This design comes from an exercise in tuning for small area and a short achievable clock period on the open sky130 flow, not from production work. RTL that was checked went through simulation tests only; none was proved equivalent to the original. No activity file was given, so power comes from the tool's default toggle rates.

== alpha ==
// dds_gain_decimator
module dds_gain_decimator (
  input  logic        clock,
  input  logic        reset,
  input  logic        io_en,
  input  logic [31:0] io_in_value,
  input  logic [15:0] io_gain,
  input  logic [7:0]  io_decim,
  output logic        io_out_valid,
  output logic [31:0] io_out_bits,
  input  logic        io_out_ready,
  output logic [3:0]  io_level,
  output logic [15:0] io_overflow_cnt
);
Size: roughly 2500 cells after synthesis, roughly 110 I/O pins.
make LEC_CHECK=0 CAP_MARGIN=20 CORE_MARGIN=2 CORE_UTILIZATION=65 CTS_CLUSTER_DIAMETER=100 CTS_CLUSTER_SIZE=30 SETUP_SLACK_MARGIN=5.0 SLEW_MARGIN=20 finish   # period 8.0 ns
run.sh (not shown) runs the stock make flow with config.mk's settings and CLKGATE_MAP_FILE= SYNTH_SCRIPT=/design/flow/synth_recipe.tcl, a recipe that flattens the netlist after the stock synthesis.
The flow did not stop early for alpha: all stages ran, and the layout cleared the timing, design-rule and antenna checks.
Relative to alpha, the following input files were edited for beta:
--- a/flow/design.v
+++ b/flow/design.v
@@ -1181,13 +1181,13 @@
   assign ready = io_out_ready;
   logic [3:0] lvl_r, lvl_n, level_nx;
   assign lvl_r = level + {3'd0, dec_valid} - {3'd0, !empty};
   assign lvl_n = level + {3'd0, dec_valid && !full};
   assign level_nx = ready ? lvl_r : lvl_n;
   logic m_push;
-  assign m_push = dec_valid && (ready ? !le1 : (!empty && !full));
+  assign m_push = (dec_valid && ready) || (dec_valid && !full);
   logic [31:0] h_nx;
   always_comb begin
     for (int i = 0; i < 32; i++) begin
       logic x1, x0;
       x1 = dec_c[i] ? (le1   ? !dec_p[i] : m_rd[i]) : (le1   ? dec_p[i] : m_rd[i]);
       x0 = dec_c[i] ? (empty ? !dec_p[i] : h_q[i])  : (empty ? dec_p[i] : h_q[i]);
@@ -1207,15 +1207,15 @@
       valid <= 1'b0;
       le1   <= 1'b1;
       full  <= 1'b0;
       io_overflow_cnt <= '0;
     end else begin
       level <= level_nx;
-      valid <= (level_nx != 4'd0);
-      le1   <= (level_nx <= 4'd1);
-      full  <= (level_nx == 4'd8);
+      valid <= ready ? (lvl_r != 4'd0) : (lvl_n != 4'd0);
+      le1   <= ready ? (lvl_r <= 4'd1) : (lvl_n <= 4'd1);
+      full  <= ready ? (lvl_r == 4'd8) : (lvl_n == 4'd8);
       if (dec_valid && full && !ready && io_overflow_cnt != 16'hFFFF)
         io_overflow_cnt <= io_overflow_cnt + 16'd1;
     end
   end
   assign io_out_valid = valid;
   assign io_out_bits  = h_q;
## What came out
On share of the final layout cell area in multi-input gates, beta and alpha are neck and neck.
Between beta and alpha, it is beta whose routed length per instance is lower, by 1.7%.
beta: share of the clock period used by the worst path after layout is 0.17 points lower than what alpha reported.
Summary of beta over alpha: power consumed by combinational cells saw little to no change, utilization now larger.
beta vs. alpha: setup slack after layout went up by 13 ps, critical-path maximum fanout went down by 42, final weighted congestion in routability-driven placement went down by about 1.5%.
Diff alpha -> beta: share of final-layout standard cells stronger than drive strength 1 lower; met2 capacity usage during global routing moved down.
Summary of the comparison: critical path depth is higher in beta, relative to alpha.
The critical path endpoint comes out h_q[26] in one run and mem[2][5] in the other, namely in beta and alpha respectively.

--- another note on this design; it stands on its own ---

== 09-22 ==
// dds_gain_decimator
module dds_gain_decimator (
  input  logic        clock,
  input  logic        reset,
  input  logic        io_en,
  input  logic [31:0] io_in_value,
  input  logic [15:0] io_gain,
  input  logic [7:0]  io_decim,
  output logic        io_out_valid,
  output logic [31:0] io_out_bits,
  input  logic        io_out_ready,
  output logic [3:0]  io_level,
  output logic [15:0] io_overflow_cnt
);
  logic [31:0] a_q;
  logic [7:0]  bn, bo, bt;
  logic        amin_q, gmin_q;
  logic        v1;
  always_ff @(posedge clock) begin
    a_q <= io_in_value;
    for (int j = 0; j < 8; j++) begin
      bn[j] <= io_gain[2*j+1];
      bo[j] <= io_gain[2*j] ^ ((j == 0) ? 1'b0 : io_gain[2*j-1]);
      bt[j] <= io_gain[2*j+1] ? (!io_gain[2*j] && ((j == 0) ? 1'b1 : !io_gain[2*j-1]))
                              : ( io_gain[2*j] && ((j == 0) ? 1'b0 :  io_gain[2*j-1]));
    end
    amin_q <= (io_in_value == 32'h8000_0000);
    gmin_q <= (io_gain == 16'h8000);
  end
  always_ff @(posedge clock or negedge reset) begin
  ...
==> flow/config.mk <==
export PLATFORM = sky130hd
export DESIGN_NAME = dds_gain_decimator
export DESIGN_NICKNAME = dds_gain_decimator
export VERILOG_FILES = /design/flow/design.v
export SDC_FILE = /design/flow/constraint.sdc
export NUM_CORES = 4
export LEC_CHECK = 0
export CAP_MARGIN = 20
export CORE_MARGIN = 2
export CORE_UTILIZATION = 40
export SLEW_MARGIN = 20
==> flow/constraint.sdc <==
create_clock -name core_clock -period 8.0 [get_ports {clock}]
set_input_delay 1.6000 -clock core_clock [delete_from_list [all_inputs] [get_ports {clock}]]
set_output_delay 1.6000 -clock core_clock [all_outputs]
set_load 0.01 [all_outputs]
run.sh (not shown) runs the stock make flow with config.mk's settings and CLKGATE_MAP_FILE= SYNTH_SCRIPT=/design/flow/synth_recipe.tcl, a recipe that flattens the netlist after the stock synthesis.
Having completed the whole flow, 09-22 delivered a layout that passed the timing, design-rule and antenna checks.
The inputs of 08-06 differ from those of 09-22 as listed below.
diff --git a/flow/config.mk b/flow/config.mk
--- a/flow/config.mk
+++ b/flow/config.mk
@@ -10,2 +10,3 @@
 export CORE_UTILIZATION = 40
+export SETUP_SLACK_MARGIN = 5.0
 export SLEW_MARGIN = 20
==> notes.md <==
Measured against 08-06, the upper clock frequency limit of 09-22 comes out at 0.875 times the reference value. In 08-06, longest individual stage delay on the worst path is lower than in 09-22. The number of buffers outside the clock class in the layout number comes out lower for 09-22 vs 08-06. In the metrics for 09-22 and 08-06, the one carrying the lower worst setup skew after layout is 09-22.
No run of this note included a check of the RTL's function; only the layout flow was run.


Setup of v36:
Another version of the RTL of dds_gain_decimator (not shown whole).
For scale: about 3,300 cells after synthesis, about 420 flip-flops, ~110 I/O pins, ~0.030 sq mm of cells after synthesis.
Design dds_gain_decimator, start of the top module:
module dds_gain_decimator (
  input  logic        clock,
  input  logic        reset,
  input  logic        io_en,
  input  logic [31:0] io_in_value,
  input  logic [15:0] io_gain,
  input  logic [7:0]  io_decim,
  output logic        io_out_valid,
  output logic [31:0] io_out_bits,
  input  logic        io_out_ready,
  output logic [3:0]  io_level,
  output logic [15:0] io_overflow_cnt
);
clock: 8.0 ns
lec_check: 0
cap_margin: 20
core_margin: 2
core_utilization: 40
setup_slack_margin: 3.0
slew_margin: 20
Edits applied to the flow inputs when going from v36 to v46:
- SETUP_SLACK_MARGIN no longer set, was 3.0
Notes after the runs:
From v36 to v46, sequential cell count did not move at all. Count of plain and timing-repair buffers: higher on v36. Wire: v46 routes less than v36.
--- input diff v46..v10 ---
- an added ABC_CLOCK_PERIOD_IN_PS of 3000
v10 against v46: detailed-placement wirelength estimate held steady, fmax held steady, number of nets in the finished design held steady.
From v46 to v10, fill cell instance count of the final layout did not move at all.
From v46 to v10, utilization did not move at all.
Total of plain and repair buffers excluding clock buffers: v46 vs v10 identical
There was hardly any difference in post-CTS setup-driven buffer insertion count between v46 and v10.
From v46 to v10, clock period minus worst slack did not move at all.

-- port drivers added, routing unchanged --
In the flow no input, the clock included, has a driving cell. The finished layouts below were timed again as built, in two steps. Step 1 sets driving cells, clkbuf_16 on the clock port and buf_2 on the other inputs (assumed; they add their load-dependent delay and slew). Step 2 adds t to the input delays and takes it off the output delays; t is the mean of the earliest and latest rising clock arrival at the registers after step 1. Input paths then give back, and output paths get back, about the clock's delay inside the block. Three values: ideal ports, drivers, drivers and shift; two values: the first two.
run | t (ns) | setup WS [ns] | hold WS [ns] | slew at the worst register clock pin (ns) | pins driven straight from the clock port
alpha | 0.605 | 4.959 / 4.974 / 4.380 | 0.460 / 0.460 / 0.460 | 0.11 / 0.11 | 1
beta | 0.605 | 4.972 / 4.972 / 4.527 | 0.452 / 0.452 / 0.452 | 0.12 / 0.12 | 1
09-22 | 0.641 | 4.172 / 4.172 / 3.700 | 0.517 / 0.517 / 0.517 | 0.07 / 0.07 | 1
08-06 | 0.669 | 4.649 / 4.649 / 4.649 | 0.507 / 0.507 / 0.507 | 0.06 / 0.06 | 1
v36 | 0.655 | 2.990 / 2.990 / 2.990 | 0.500 / 0.500 / 0.500 | 0.07 / 0.07 | 1
v46 | 0.655 | 2.698 / 2.698 / 2.698 | 0.498 / 0.498 / 0.498 | 0.07 / 0.07 | 1
v10 | 0.655 | 2.698 / 2.698 / 2.698 | 0.498 / 0.498 / 0.498 | 0.07 / 0.07 | 1
After both steps every run listed still meets setup and hold. The setup slack of alpha, which loses most, moves by +0.015 ns with the drivers and by -0.579 ns with both steps.
